This is an optimization exercise on Yosys and OpenROAD, whose aim is small area, not a production implementation.
The RTL was checked by simulation tests, not by an equivalence proof against the original design.
Power and IR drop assume default switching activity.

==> flow/design.v <==
package dpram_pkg;
    localparam int RDW_READ_FIRST  = 0;
    localparam int RDW_WRITE_FIRST = 1;
    localparam int DEFAULT_DATA_W = 8;
    localparam int DEFAULT_ADDR_W = 7;
    localparam int OUT_STAGES = 1;
endpackage
module dp_aoi222 (
    input  logic a0, a1, b0, b1, c0, c1,
    output logic y
);
    assign y = ~((a0 & a1) | (b0 & b1) | (c0 & c1));
endmodule
module dp_inv (
    input  logic a,
    output logic y
);
    assign y = ~a;
endmodule
module dp_nor2 (
    input  logic a, b,
    output logic y
);
    assign y = ~(a | b);
endmodule
module dp_nand_tree #(
    parameter int N = 43
) (
    input  logic [N-1:0] x,
    output logic         y
);
    assign y = ~&x;
endmodule
module dp_rmux #(
    parameter int N = 129
) (
    input  logic [N-1:0] sel,
    input  logic [N-1:0] dat,
    output logic         y
);
    localparam int G = N / 3;
    logic [G-1:0] yn;
    for (genvar g = 0; g < G; g++) begin : g_aoi
        dp_aoi222 u_aoi (
            .a0(sel[3*g]),   .a1(dat[3*g]),
            .b0(sel[3*g+1]), .b1(dat[3*g+1]),
            .c0(sel[3*g+2]), .c1(dat[3*g+2]),
            .y (yn[g])
        );
    end
    dp_nand_tree #(.N(G)) u_or (.x(yn), .y(y));
endmodule
module param_dual_ram #(
    parameter int DATA_W   = 8,
    parameter int ADDR_W   = dpram_pkg::DEFAULT_ADDR_W
) (
    input  logic              clk,
    input  logic              rst_n,
    input  logic              en1,
    input  logic              en2,
    input  logic              wr1,
    input  logic              wr2,
    input  logic [ADDR_W-1:0] a1,
    input  logic [ADDR_W-1:0] a2,
    input  logic [DATA_W-1:0] d1,
    input  logic [DATA_W-1:0] d2,
    output logic [DATA_W-1:0] q1,
    output logic [DATA_W-1:0] q2,
    output logic              vld1,
    output logic              vld2,
    output logic              coll
);
    localparam int DEPTH = 2 ** ADDR_W;
    localparam int LO_W  = ADDR_W / 2;           
    localparam int HI_W  = ADDR_W - LO_W;        
    localparam int NA    = 2 ** LO_W;
    localparam int NB    = 2 ** HI_W;
    localparam int NSEL  = ((DEPTH + 1 + 2) / 3) * 3;   
    logic [DATA_W-1:0] mem [DEPTH];
    logic acc1, acc2, wen1, wen2, same_addr, coll_now;
    always_comb begin
        acc1      = en1 & rst_n;
        acc2      = en2 & rst_n;
        same_addr = (a1 == a2);
        wen1      = acc1 & wr1;
        wen2      = acc2 & wr2 & ~(wen1 & same_addr);
        coll_now  = acc1 & acc2 & same_addr & (wr1 | wr2);
    end
    logic [NA-1:0] pa1_n, pa2_n;
    logic [NB-1:0] pr1_n, pr2_n, pw1_n, pw2_n;
    for (genvar i = 0; i < NA; i++) begin : g_pa
        assign pa1_n[i] = ~(a1[LO_W-1:0] == LO_W'(i));
        assign pa2_n[i] = ~(a2[LO_W-1:0] == LO_W'(i));
    end
    for (genvar j = 0; j < NB; j++) begin : g_pb
        assign pr1_n[j] = ~(acc1 & (a1[ADDR_W-1:LO_W] == HI_W'(j)));
        assign pr2_n[j] = ~(acc2 & (a2[ADDR_W-1:LO_W] == HI_W'(j)));
        assign pw1_n[j] = ~(wen1 & (a1[ADDR_W-1:LO_W] == HI_W'(j)));
        assign pw2_n[j] = ~(wen2 & (a2[ADDR_W-1:LO_W] == HI_W'(j)));
    end
    logic [NSEL-1:0] r1, r2;                     
    logic [NSEL-1:0][DATA_W-1:0] rd;             
    for (genvar w = 0; w < DEPTH; w++) begin : g_word
        localparam int I = w % NA;
        localparam int J = w / NA;
        logic s1, s2, h;
        dp_nor2 u_r1 (.a(pa1_n[I]), .b(pr1_n[J]), .y(r1[w]));
        dp_nor2 u_r2 (.a(pa2_n[I]), .b(pr2_n[J]), .y(r2[w]));
        dp_nor2 u_s1 (.a(pa1_n[I]), .b(pw1_n[J]), .y(s1));
        dp_nor2 u_s2 (.a(pa2_n[I]), .b(pw2_n[J]), .y(s2));
        dp_nor2 u_h  (.a(s1), .b(s2), .y(h));
        for (genvar b = 0; b < DATA_W; b++) begin : g_bit
            logic nxt_n;
            dp_aoi222 u_aoi (
                .a0(s1), .a1(d1[b]),
                .b0(s2), .b1(d2[b]),
                .c0(h),  .c1(mem[w][b]),
                .y (nxt_n)
            );
            logic nxt;
            dp_inv u_inv (.a(nxt_n), .y(nxt));
            always_ff @(posedge clk)
                mem[w][b] <= nxt;
        end
        assign rd[w] = mem[w];
    end
    for (genvar k = DEPTH; k < NSEL; k++) begin : g_pad
        assign rd[k] = '0;
        if (k > DEPTH) begin : g_z
            assign r1[k] = 1'b0;
            assign r2[k] = 1'b0;
        end
    end
    assign r1[DEPTH] = ~acc1;
    assign r2[DEPTH] = ~acc2;
    always_ff @(posedge clk or negedge rst_n) begin
        if (!rst_n) coll <= 1'b0;
        else        coll <= coll_now;
    end
    always_ff @(posedge clk or negedge rst_n) begin
        if (!rst_n) begin
            vld1 <= 1'b0;
            vld2 <= 1'b0;
        end else begin
            vld1 <= acc1;
            vld2 <= acc2;
        end
    end
    for (genvar b = 0; b < DATA_W; b++) begin : g_q
        logic [NSEL-1:0] col1, col2;
        logic n1, n2;
        for (genvar k = 0; k < NSEL; k++) begin : g_c
            if (k == DEPTH) begin : g_h
                assign col1[k] = q1[b];
                assign col2[k] = q2[b];
            end else begin : g_m
                assign col1[k] = rd[k][b];
                assign col2[k] = rd[k][b];
            end
        end
        dp_rmux #(.N(NSEL)) u_m1 (.sel(r1), .dat(col1), .y(n1));
        dp_rmux #(.N(NSEL)) u_m2 (.sel(r2), .dat(col2), .y(n2));
        always_ff @(posedge clk or negedge rst_n) begin
            if (!rst_n) begin
                q1[b] <= 1'b0;
                q2[b] <= 1'b0;
            end else begin
                q1[b] <= n1;
                q2[b] <= n2;
            end
        end
    end
endmodule
==> flow/run.sh <==
#!/bin/bash
# synth_recipe.tcl (not shown) runs the flow's synth.tcl, then flattens the netlist and writes it again
# the make line also repeats each setting of config.mk as NAME=value (left out here)
make -C /OpenROAD-flow-scripts/flow DESIGN_CONFIG=/design/flow/config.mk WORK_HOME=/design/flow/orfs CLKGATE_MAP_FILE= SYNTH_SCRIPT=/design/flow/synth_recipe.tcl finish
==> flow/config.mk <==
export PLATFORM = sky130hd
export DESIGN_NAME = param_dual_ram
export DESIGN_NICKNAME = param_dual_ram
export VERILOG_FILES = /design/flow/design.v
export SDC_FILE = /design/flow/constraint.sdc
export NUM_CORES = 4
export LEC_CHECK = 0
export CAP_MARGIN = 20
export CORE_MARGIN = 2
export CORE_UTILIZATION = 40
export SLEW_MARGIN = 20
export SYNTH_HIERARCHICAL = 1
==> flow/constraint.sdc <==
create_clock -name core_clock -period 6.0 [get_ports {clk}]
set_input_delay 1.2000 -clock core_clock [delete_from_list [all_inputs] [get_ports {clk}]]
set_output_delay 1.2000 -clock core_clock [all_outputs]
set_load 0.01 [all_outputs]
==> run summary, run 1 <==
Syn Nets=around 4800; CTS sink count=approximately 1000; Yosys warnings=9; Die ar.=between 100000 and 150000 sq um; max_slew headroom=0.193; initial antenna violation count=8; setup_tns=0 ps; area post-placement=just over 50000 sq um; Tmin final=4920 ps; All-Layer GR Usage=0.374; Syn Inst Count=4808; Starting Density=0.403; Post CTS Setup Buffer Count=0; vias in the first global route=between 40000 and 50000; Core ar.=approximately 120000 sq um; layout cells sized above 1=0.0743; Leakage=25.6 nW; total power=approximately 16 mW; Max VDD drop=around 0.00025 V; post-cts repair resize count=0; crit path kind=in2reg; initial detailed-routing violation count=between 15000 and 20000; # rows=approximately 130; Async S/R FF share, synth=0.0182; clk buf depth=3; Mapped Area=~47000 sq um; hold_buf cts=0; main combinational cell family by area after synthesis=compound AO/OA/AOI/OAI gates; DRC violations left=0; IO Pins=55; Compound-Gate Fraction of Synth Area=0.367; first-pass GRT wire length=335000 microns; final net count=5160; Die Y=~350 microns; DRT Wirelength=239000 microns; Pins Over Slew Limit=0; ys flop type=dfxtp_1; DR vias=~53000; number of synthesized register bits=between 1000 and 1500; routability cong.=~1.1; Worst-path clk slew=~60 ps; pin slew with the least headroom to its limit=about 1200 ps; DR WL/cell=~36 microns; Fmax=approximately 200 MHz; clock latency (worst-skew pair)=730 ps; Synth Area in Adders=0; XOR/XNOR share of the synthesized area=0.00148; Hold WC Path Type=reg2reg; critical path peak fanout=21; H-tree lvl count=3; worst endpoint required time=6580 ps; number of synthesized flops with an enable pin=0; nature of the critical path startpoint=input port; fin area=54400 sq um; layout overhead on the synthesized area=16.7%; final setup vio count=0; Fin Clk Skew=35.2 ps; port bufs=54; mux share of post-synthesis cell area=0; CP Data Arrival Time=roughly 5500 ps; dpl hpwl=154000 microns; GRT overflow=0; Max Cap Violations=0; iteration count of the initial detailed-routing pass=17; kind of end point of the critical path=register; vias per cell=between 7 and 8; sequential share of the synthesized area=0.450; TritonCTS clock tree=built; simple-gate share of the synthesized area=0.0961; Root Buffer=clkbuf_16; Die X=between 300 and 400 microns; outcome=finished clean; total CTS buffers=about 110; power density over the cells=~300 nW/um^2; Detail Route Antenna Nets=0; largest net degree at the start of global routing=129; RSZ-0062 raised after global routing=false; Fin. Hold Viols=0; Distinct cells, synth=32; mean post-synth cell area=just under 10 sq um; period utilization=0.819
==> metal layers <==
metal | vias to the layer above | routed length (microns) | global-route usage
li1 | 21651 | - | -
met1 | 25420 | 88900 | 0.502
met5 | - | 90 | 0
met3 | 887 | 36700 | 0.106
met4 | 14 | 15900 | 0.206
met2 | 4819 | 97700 | 0.538
==> cell families after synthesis <==
logic type,Yosys count
AO/OA/AOI/OAI,1713
buffers and inverters,1045
flip-flops,1043
AND/OR/NAND/NOR,1000
XOR/XNOR,7
==> modules after synthesis (local to each module, per instance), a selection <==
module / area [sq um] / flip-flops and latches
param_dual_ram: 21800 / 1043
dp_aoi222: 10.0 / 0
dp_inv: 3.75 / 0
dp_nor2: 3.75 / 0
==> cells in the mapped netlist (all sizes together) (2+ instances only) <==
cell type / n / area share
nor2: 648 / 0.052
nand2: 53 / 0.0043
nand3b: 6 / 0.00097
buf: 13 / 0.0023
xor2: 6 / 0.0013
nand4: 165 / 0.022
nor3b: 4 / 0.00086
a222oi: 1712 / 0.37
or3b: 3 / 0.00056
inv: 1026 / 0.083
clkbuf: 6 / 0.00048
nand3: 47 / 0.0051
nor3: 21 / 0.0023
dfxtp: 1024 / 0.44
dfrtp: 19 / 0.010
and2: 5 / 0.00067
and3: 4 / 0.00054
nor4: 33 / 0.0047
or3: 2 / 0.00027
nor2b: 7 / 0.00094
==> worst paths after layout <==
check,from,to,slack (ps),cells after the start
worst min register to register,mem[76][0],mem[76][0],510,2
worst min-delay path,mem[76][0],mem[76][0],510,2
worst max-delay path,rst_n,mem[93][5],1080,10
max in group asynchronous,rst_n,q1[2],4540,2
worst max register to register,mem[105][5],q1[5],3410,4
min in group asynchronous,rst_n,q2[3],1180,2
==> worst max-delay path, stage by stage <==
cell and delay [ps]:
clkdlybuf4s50_1 680, buf_4 430, nand2_1 140, buf_4 190, nor3b_2 570, nand4_1 730, nor2_1 750, nor2_1 310
a222oi_1 380, inv_1 90
==> where the power goes <==
part / internal, mW / switching [mW]
clock: 4.34 / 3.01
combinational: 0.409 / 0.803
sequential: 7.32 / 0.444
==> layout make-up <==
cell class	count	area, sq um
tap	1524	1910
clock inverter	36	470
sequential	1043	21000
inverter	1026	3850
clock buffer	165	3380
timing repair buffer	220	2070
multi-input combinational	2720	21800
fill	10954	61500
antenna	4	10.0
==> state kept, by name (all words and copies together), names as in the netlist <==
name and flops:
vld1 1, coll 1, q1 8, vld2 1, q2 8, mem 1024
==> per-stage QoR <==
step	worst slack, ps	hold slack [ps]	utilization	std cells
2_1_floorplan	2700	468	-	4808
3_3_place_gp	187	485	0.435	6526
3_5_place_dp	591	494	0.436	6533
4_1_cts	1330	508	0.469	6734
5_1_grt	968	529	0.470	6734
6_report	1080	511	0.470	6738
==> layout by cell type, fill, tap and decap left out, drive strengths merged <==
| cell | count |
|---|---|
| a222oi | 1712 |
| and2 | 5 |
| and3 | 4 |
| and3b | 1 |
| buf | 182 |
| bufinv | 11 |
| clkbuf | 165 |
| clkdlybuf4s50 | 38 |
| clkinv | 23 |
| dfrtp | 19 |
| dfxtp | 1024 |
| diode | 4 |
| inv | 1028 |
| nand2 | 53 |
| nand2b | 1 |
| nand3 | 47 |
| nand3b | 6 |
| nand4 | 165 |
| nor2 | 648 |
| nor2b | 7 |
| nor3 | 21 |
| nor3b | 4 |
| nor4 | 33 |
| o21ai | 1 |
| or3 | 2 |
| or3b | 3 |
| xnor2 | 1 |
| xor2 | 6 |
==> run 2, diff against run 1 <==
--- a/flow/config.mk
+++ b/flow/config.mk
@@ -8,5 +8,8 @@
 export CAP_MARGIN = 20
 export CORE_MARGIN = 2
-export CORE_UTILIZATION = 40
+export CORE_UTILIZATION = 45
+export CTS_BUF_LIST = sky130_fd_sc_hd__clkbuf_16
+export CTS_CLUSTER_DIAMETER = 100
+export CTS_CLUSTER_SIZE = 24
 export SLEW_MARGIN = 20
 export SYNTH_HIERARCHICAL = 1
==> run 2 against run 1 <==
  * Clock skew shrank 4.6 ps
  * Still clean
  * Largest cell class unchanged
  * Design area decreased by 5.5%
  * Non-clock buffer count fell by 33
  * First-iteration DRC count up 4.9%
  * Area after synthesis is the same
  * Sequential share of layout area increased by 2.2 points
  * Fmax grew 1.2%
  * Sequential power fell by 0.5%
  * Hold slack better by 6.9 ps
  * Clock power is 44% lower
  * Sequential cell count unchanged
==> run summary, run 2 <==
Max VDD drop=0.000276 V (was 0.000247 V); # rows=118 (was 125); Mapped Area=46700 sq um (unchanged); CTS sink count=1043 (unchanged); fin util=0.499 (was 0.470); period utilization=0.810 (was 0.819); critical path peak fanout=19 (was 21); outcome=finished clean (unchanged); post-cts repair resize count=0 (unchanged); commonest non-fill, non-tap cell in the layout=a222oi_1 (unchanged); Distinct cells, synth=32 (unchanged); worst endpoint required time=6540 ps (was 6580 ps); Largest regs=mem: 1024 flops, q1: 8 flops, q2: 8 flops (unchanged); DR WL/cell=36.7 microns (was 35.5 microns); Synth top cells by count=1712 x a222oi_1, 1025 x inv_1, 1024 x dfxtp_1 (unchanged); Max Cap Violations=0 (unchanged); sequential share of the synthesized area=0.450 (unchanged); H-tree lvl count=2 (was 3); layout cells sized above 1=0.0452 (was 0.0743); final net count=5065 (was 5160); Fmax=206 MHz (was 203 MHz); Syn Inst Count=4808 (unchanged); final setup vio count=0 (unchanged); All-Layer GR Usage=0.416 (was 0.374); GRT overflow=0 (unchanged); dpl hpwl=153000 microns (was 154000 microns); largest area contributor in the netlist=dfxtp_1 (unchanged); Worst-path clk slew=100 ps (was 60 ps); total CTS buffers=51 (was 113); ys flop type=dfxtp_1 (unchanged); initial detailed-routing violation count=18987 (was 18098); Die X=326 microns (was 346 microns); Syn Nets=4844 (unchanged); Pins Over Slew Limit=0 (unchanged); Post CTS Setup Buffer Count=0 (unchanged); Leakage=24.3 nW (was 25.6 nW); setup_tns=0 ps (unchanged); TritonCTS clock tree=built (unchanged); number of synthesized register bits=1043 (unchanged); DRT Wirelength=236000 microns (was 239000 microns); Tmin final=4860 ps (was 4920 ps); max reg flops=1024 (unchanged); port bufs=54 (unchanged); RSZ-0062 raised after global routing=false (unchanged); layout overhead on the synthesized area=10.3% (was 16.7%); crit path kind=in2reg (unchanged); Starting Density=0.452 (was 0.403); register area=21000 sq um (unchanged); vias in the first global route=45440 (was 46421); Die Y=326 microns (was 346 microns); largest net degree at the start of global routing=85 (was 129); clock latency (worst-skew pair)=720 ps (was 730 ps); iteration count of the initial detailed-routing pass=15 (was 17); vias per cell=8.14 (was 7.83); Fin Clk Skew=30.6 ps (was 35.2 ps); clk buf depth=3 (unchanged); CP Data Arrival Time=5400 ps (was 5490 ps); power density over the cells=254 nW/um^2 (was 300 nW/um^2); nature of the critical path startpoint=input port (unchanged); DRC violations left=0 (unchanged); mean post-synth cell area=9.70 sq um (unchanged); DR vias=52388 (was 52791); Multi-input gate area=21700 sq um (was 21800 sq um); routability cong.=1.08 (was 1.07); pin slew with the least headroom to its limit=1190 ps (was 1200 ps); first-pass GRT wire length=331000 microns (was 335000 microns); Root Buffer=clkbuf_16 (unchanged); Hold WC Path Type=reg2reg (unchanged); Detail Route Antenna Nets=0 (unchanged); Core ar.=103000 sq um (was 116000 sq um); kind of end point of the critical path=register (unchanged); number of synthesized flops with an enable pin=0 (unchanged); fillers=9802 (was 10954); Die ar.=106000 sq um (was 119000 sq um); Area contributors post-synth=dfxtp_1 44%, a222oi_1 37%, inv_1 8.2%, nor2_1 5.2%, nand4_1 2.2% (unchanged); hold_buf cts=0 (unchanged); Fin. Hold Viols=0 (unchanged); largest register by flop count=mem (unchanged); max_slew headroom=0.210 (was 0.193); area fraction of the dominant cell type after synthesis=0.439 (unchanged); total power=13.1 mW (was 16.3 mW); IO Pins=55 (unchanged); Yosys warnings=9 (unchanged); initial antenna violation count=5 (was 8); commonest cells after routing, fill and taps aside=1712 x a222oi_1, 1035 x inv_1, 1024 x dfxtp_1, 648 x nor2_1, 164 x nand4_1 (was 1712 x a222oi_1, 1025 x inv_1, 1024 x dfxtp_1, 648 x nor2_1, 164 x nand4_1); Async S/R FF share, synth=0.0182 (unchanged); most common cell in the netlist=a222oi_1 (unchanged)
==> run 2: cell counts after synthesis <==
No cell type changed its count.
==> run 2: area by class of cell <==
class                      instances  area share
clock buffer                      53      0.0258
clock inverter                    20     0.00282
timing repair buffer             187      0.0330
multi-input combinational       2720       0.422
antenna                            3    0.000146
sequential                      1043       0.408
tap                             1380      0.0336
inverter                        1026      0.0748
==> run 2: power by group <==
part	total, mW	internal (mW)	switching [mW]
Sequential	7.73	7.31	0.419
Clock	4.12	1.65	2.47
Combinational	1.21	0.402	0.805
Total	13.1	9.37	3.69
==> run 2: path summary, 6_finish.rpt <==
path                            cells after the start        start  slack [ps]    endpoint
worst max-delay path                                8        a1[2]        1140       q1[1]
worst max register to register                      4  mem[105][1]        3450       q1[1]
worst min-delay path                                2   mem[82][2]         520  mem[82][2]
min in group asynchronous                           1        rst_n         750        vld1
max in group asynchronous                           2        rst_n        4560       q2[4]
worst min register to register                      2   mem[82][2]         520  mem[82][2]
==> run 2: cell families after synthesis <==
group                  count (synthesis)  share of synthesized area
XOR/XNOR                               7                    0.00148
AO/OA/AOI/OAI                       1713                      0.367
AND/OR/NAND/NOR                     1000                     0.0961
buffers and inverters               1045                     0.0854
flip-flops                          1043                      0.450
==> run 2: metal layers <==
| layer | global-route usage | wire length, microns | vias up | part of all wire |
|---|---|---|---|---|
| met5 | 0 | 27 | - | 0.00011 |
| met4 | 0.206 | 13600 | 4 | 0.058 |
| met3 | 0.111 | 37400 | 773 | 0.16 |
| met2 | 0.608 | 98100 | 4742 | 0.42 |
| met1 | 0.564 | 87100 | 25459 | 0.37 |
| li1 | - | - | 21410 | - |
==> run 2: stage by stage <==
stage,area (sq um),worst slack (ps),cells,hold slack [ps]
2_1_floorplan,46700,2700,4808,468
3_3_place_gp,49900,177,6354,484
3_5_place_dp,50000,628,6356,493
4_1_cts,51400,1400,6429,517
5_1_grt,51400,1200,6429,538
6_report,51500,1140,6432,518
==> run 2: worst max-delay path, stage by stage <==
cell	delay, ps
clkdlybuf4s50_1	690
or3_2	910
buf_4	370
nor2_1	170
a222oi_1	530
nand4_1	380
nor4_1	960
nand3_1	160
==> run 2: per-module statistics from Yosys (local to each module, per instance), excerpt <==
module          area [sq um]  times used
dp_aoi222               10.0        1712
dp_inv                  3.75        1024
dp_nor2                 3.75         640
param_dual_ram         21800           1
==> run 3, diff against run 2 <==
==> flow/flow/run.sh (new file) <==
#!/bin/bash
# Standard ORFS layout (the standard.sh, unchanged synthesis), with two
# settings passed to make: port buffers use the smallest buffer, and clock
# tree synthesis uses sink clusters of up to 24 flip-flops without dummy
# balancing loads. make's full output goes to make_finish.log; each ORFS step
# keeps its own log under orfs/logs/.
set -euo pipefail
bash standard.sh \
  "BUFFER_PORTS_ARGS=-buffer_cell sky130_fd_sc_hd__buf_1" \
  "CTS_ARGS=-sink_clustering_enable -repair_clock_nets -sink_clustering_size 24 -sink_clustering_max_diameter 100 -buf_list sky130_fd_sc_hd__clkbuf_16 -dont_use_dummy_load" \
  finish > make_finish.log 2>&1
==> flow/standard.sh (new file) <==
#!/bin/bash
# synth_recipe.tcl (not shown) runs the flow's synth.tcl, then flattens the netlist and writes it again
# the make line also repeats each setting of config.mk as NAME=value (left out here)
make -C /OpenROAD-flow-scripts/flow DESIGN_CONFIG=/design/flow/config.mk WORK_HOME=/design/flow/orfs CLKGATE_MAP_FILE= SYNTH_SCRIPT=/design/flow/synth_recipe.tcl "${@:-finish}"
--- a/flow/config.mk
+++ b/flow/config.mk
@@ -9,7 +9,4 @@
 export CORE_MARGIN = 2
 export CORE_UTILIZATION = 45
-export CTS_BUF_LIST = sky130_fd_sc_hd__clkbuf_16
-export CTS_CLUSTER_DIAMETER = 100
-export CTS_CLUSTER_SIZE = 24
 export SLEW_MARGIN = 20
 export SYNTH_HIERARCHICAL = 1
removed: flow/run.sh
==> run 3 against run 2 <==
  * Still clean on timing, DRC and antenna
  * Power is 2.2% lower
  * Wire length fell by 2.0%
  * Synthesized cell count is the same
  * Sequential share of layout area is 0.55 points higher
  * Sequential cell count did not move
  * Sequential power about the same
  * Fmax rose by 4.6%
  * Cell count shrank 1.0%
  * Utilization decreased by 0.66 points
  * Worst setup slack better by 210 ps
  * Critical path type unchanged
  * Largest power group unchanged
==> run summary, run 3 <==
Fin. Hold Viols=0 (unchanged); ys flop type=dfxtp_1 (unchanged); # rows=118 (unchanged); dpl cells=6308 (was 6356); FF-to-FF Start=mem[108][2] (was mem[105][1]); Core ar.=103000 sq um (unchanged); FF-to-FF setup slack=3390 ps (was 3450 ps); global route hottest layer=met2 (unchanged); clk buf depth=3 (unchanged); CP Data Arrival Time=5170 ps (was 5400 ps); mean post-synth cell area=9.70 sq um (unchanged); setup_tns=0 ps (unchanged); GRT overflow=0 (unchanged); final setup vio count=0 (unchanged); Worst-path clk slew=110 ps (was 100 ps); first-pass GRT wire length=324000 microns (was 331000 microns); Fin Clk Skew=44.9 ps (was 30.6 ps); largest area contributor in the netlist=dfxtp_1 (unchanged); fin area=50800 sq um (was 51500 sq um); area fraction of the dominant cell type after synthesis=0.439 (unchanged); H-tree lvl count=2 (unchanged); Hold WC Path Type=in2async (was reg2reg); post-cts repair resize count=0 (unchanged); Async S/R FF share, synth=0.0182 (unchanged); Multi-input gate area=21700 sq um (about the same); Max Cap Violations=0 (unchanged); DR vias=51938 (was 52388); Die X=326 microns (unchanged); vias per cell=8.16 (was 8.14); Die ar.=106000 sq um (unchanged); largest register by flop count=mem (unchanged); max reg flops=1024 (unchanged); Post CTS Setup Buffer Count=0 (unchanged); worst reg2reg endpoint=q1[2] (was q1[1]); Synth top cells by count=1712 x a222oi_1, 1025 x inv_1, 1024 x dfxtp_1 (unchanged); power density over the cells=251 nW/um^2 (was 254 nW/um^2); routability cong.=1.07 (was 1.08); worst endpoint required time=6530 ps (was 6540 ps); nature of the critical path startpoint=input port (unchanged); Syn Nets=4844 (unchanged); vias in the first global route=45593 (was 45440); Detail Route Antenna Nets=0 (unchanged); Tmin final=4640 ps (was 4860 ps); Fmax=215 MHz (was 206 MHz); largest net degree at the start of global routing=129 (was 85); GRT met1 Usage=0.545 (was 0.564); sequence of cells on the critical path=buf_1, or3_2, buf_4, nor2_1, a222oi_1, nand4_1, nor4_1, nand3_1 (was clkdlybuf4s50_1, or3_2, buf_4, nor2_1, a222oi_1, nand4_1, nor4_1, nand3_1); commonest cells after routing, fill and taps aside=1712 x a222oi_1, 1025 x inv_1, 1024 x dfxtp_1, 648 x nor2_1, 164 x nand4_1 (was 1712 x a222oi_1, 1035 x inv_1, 1024 x dfxtp_1, 648 x nor2_1, 164 x nand4_1); Leakage=23.8 nW (was 24.3 nW); layout overhead on the synthesized area=8.84% (was 10.3%); met2 GRT Util=0.587 (was 0.608); worst slack at placement=979 ps (was 628 ps); Yosys warnings=9 (unchanged); kind of end point of the critical path=register (unchanged); Die Y=326 microns (unchanged); DR WL/cell=36.4 microns (was 36.7 microns); CTS sink count=1043 (unchanged); Pins Over Slew Limit=0 (unchanged); fin util=0.492 (was 0.499); critical path peak fanout=19 (unchanged); hold_buf cts=0 (unchanged); max_slew headroom=0.162 (was 0.210); dpl hpwl=144000 microns (was 153000 microns); IO Pins=55 (unchanged); fillers=9737 (was 9802); initial detailed-routing violation count=17963 (was 18987); final net count=5018 (was 5065); worst reg2reg path depth=4 (unchanged); post-route insts no fill=6368 (was 6432); number of synthesized register bits=1043 (unchanged); initial antenna violation count=8 (was 5); number of synthesized flops with an enable pin=0 (unchanged); DRC violations left=0 (unchanged); Distinct cells, synth=32 (unchanged); Root Buffer=clkbuf_16 (unchanged); DRT Wirelength=232000 microns (was 236000 microns); met3 Resource Use GR=0.121 (was 0.111); Max VDD drop=0.000221 V (was 0.000276 V); layout cells sized above 1=0.0343 (was 0.0452); most common cell in the netlist=a222oi_1 (unchanged); register area=21000 sq um (unchanged); crit path kind=in2reg (unchanged); iteration count of the initial detailed-routing pass=14 (was 15); port bufs=54 (unchanged); Area contributors post-synth=dfxtp_1 44%, a222oi_1 37%, inv_1 8.2%, nor2_1 5.2%, nand4_1 2.2% (unchanged); area post-placement=49500 sq um (was 50000 sq um); cell family with the largest share of critical-path delay=simple AND/OR/NAND/NOR gates (unchanged); setup ws final=1360 ps (was 1140 ps); TritonCTS clock tree=built (unchanged); sequential share of the synthesized area=0.450 (unchanged); Mapped Area=46700 sq um (unchanged); All-Layer GR Usage=0.407 (was 0.416); Syn Inst Count=4808 (unchanged); Largest regs=mem: 1024 flops, q1: 8 flops, q2: 8 flops (unchanged); commonest non-fill, non-tap cell in the layout=a222oi_1 (unchanged); CP bufs+invs=2 (unchanged); RSZ-0062 raised after global routing=false (unchanged); outcome=finished clean (unchanged); period utilization=0.774 (was 0.810); pin slew with the least headroom to its limit=1250 ps (was 1190 ps); total CTS buffers=51 (unchanged); clock latency (worst-skew pair)=720 ps (about the same); Starting Density=0.452 (unchanged); slowest CP cell=nor4_1 (unchanged); Critical Path Max Stage Delay=1030 ps (was 960 ps)
[run 3: changes by cell type in the layout (fill, tap and decap cells not counted), moves of 2 or more]
cell / previous run / this run
clkdlybuf4s50_1: 38 / 0
buf_6: 16 / 0
buf_4: 122 / 61
buf_1: 0 / 38
clkinv_1: 3 / 0
clkbuf_16: 53 / 51
inv_1: 1035 / 1025
buf_12: 11 / 24
diode_2: 3 / 8
clkinv_8: 2 / 0
clkbuf_4: 0 / 16
[run 3: metal layers]
layer | vias to the layer above | part of all wire | wire [microns]
li1 | 21309 | - | -
met1 | 25127 | 0.36 | 84400
met2 | 4683 | 0.41 | 95400
met3 | 805 | 0.16 | 37400
met4 | 14 | 0.061 | 14200
met5 | - | 0.00039 | 91
[run 3: where the power goes]
group	switching [mW]	total, mW	internal [mW]
Clock	2.37	3.88	1.52
Sequential	0.408	7.72	7.31
Combinational	0.790	1.16	0.374
[run 3: worst max path at each step]
stage / startpoint / to / slack, ps / cells past startpoint
2_1_floorplan: a1[0] / q1[0] / 2700 / 7
3_3_place_gp: a1[2] / q1[6] / 800 / 8
3_5_place_dp: a1[2] / q1[2] / 980 / 8
4_1_cts: a1[2] / q1[2] / 1710 / 8
5_1_grt: a1[2] / q1[2] / 1400 / 8
6_report: a1[2] / q1[2] / 1360 / 8
[run 3: logic make-up after synthesis]
family | count (synthesis) | synth area share
buffers and inverters | 1045 | 0.0854
DFF | 1043 | 0.450
and+or+nand+nor | 1000 | 0.0961
xor gates and xnor gates | 7 | 0.00148
AOI/OAI and AO/OA | 1713 | 0.367
[run 3: final cells by class]
class,instances,share of cell area
antenna,8,0.000394
clock buffer,51,0.0251
inverter,1026,0.0758
multi-input combinational,2720,0.428
sequential,1043,0.413
tap,1380,0.0340
timing repair buffer,140,0.0238
[run 3: modules after synthesis, one instance, submodules excluded, a selection]
module          times used  cells
dp_inv                1024      1
param_dual_ram           1   1192
dp_nor2                640      1
dp_aoi222             1712      1
[run 3: per-stage QoR]
stage	hold slack (ps)	power, mW
floorplan	468	8.19
global placement	486	8.93
detailed placement	494	8.96
CTS	488	12.7
global route	531	13.1
finish	508	12.8

## static timing again, ports no longer ideal
In the flow no input, the clock included, has a driving cell. The finished layouts below were timed again as built, in two steps.
Step 1, drivers: a clkbuf_16 drives clk and a buf_2 each remaining input, both assumed.
Step 2 times the ports against the registers' clock, not the clock port: input delays grow and output delays shrink by t, the midpoint of the rising clock arrivals with the driver on.
Slacks: ideal / step 1 / step 2; pairs: ideal / step 1.
run	t, ns	setup slack, ns	worst data-port slew with drivers (ns)
run 1	0.784	1.084 / 1.034 / 0.250	0.14
run 2	0.782	1.141 / 1.192 / 0.410	0.05
run 3	0.772	1.356 / 1.366 / 0.593	0.18
After both steps every run listed still meets setup and hold. For run 1, which loses most, drivers alone change the setup slack by -0.050 ns; drivers and shift together by -0.834 ns.
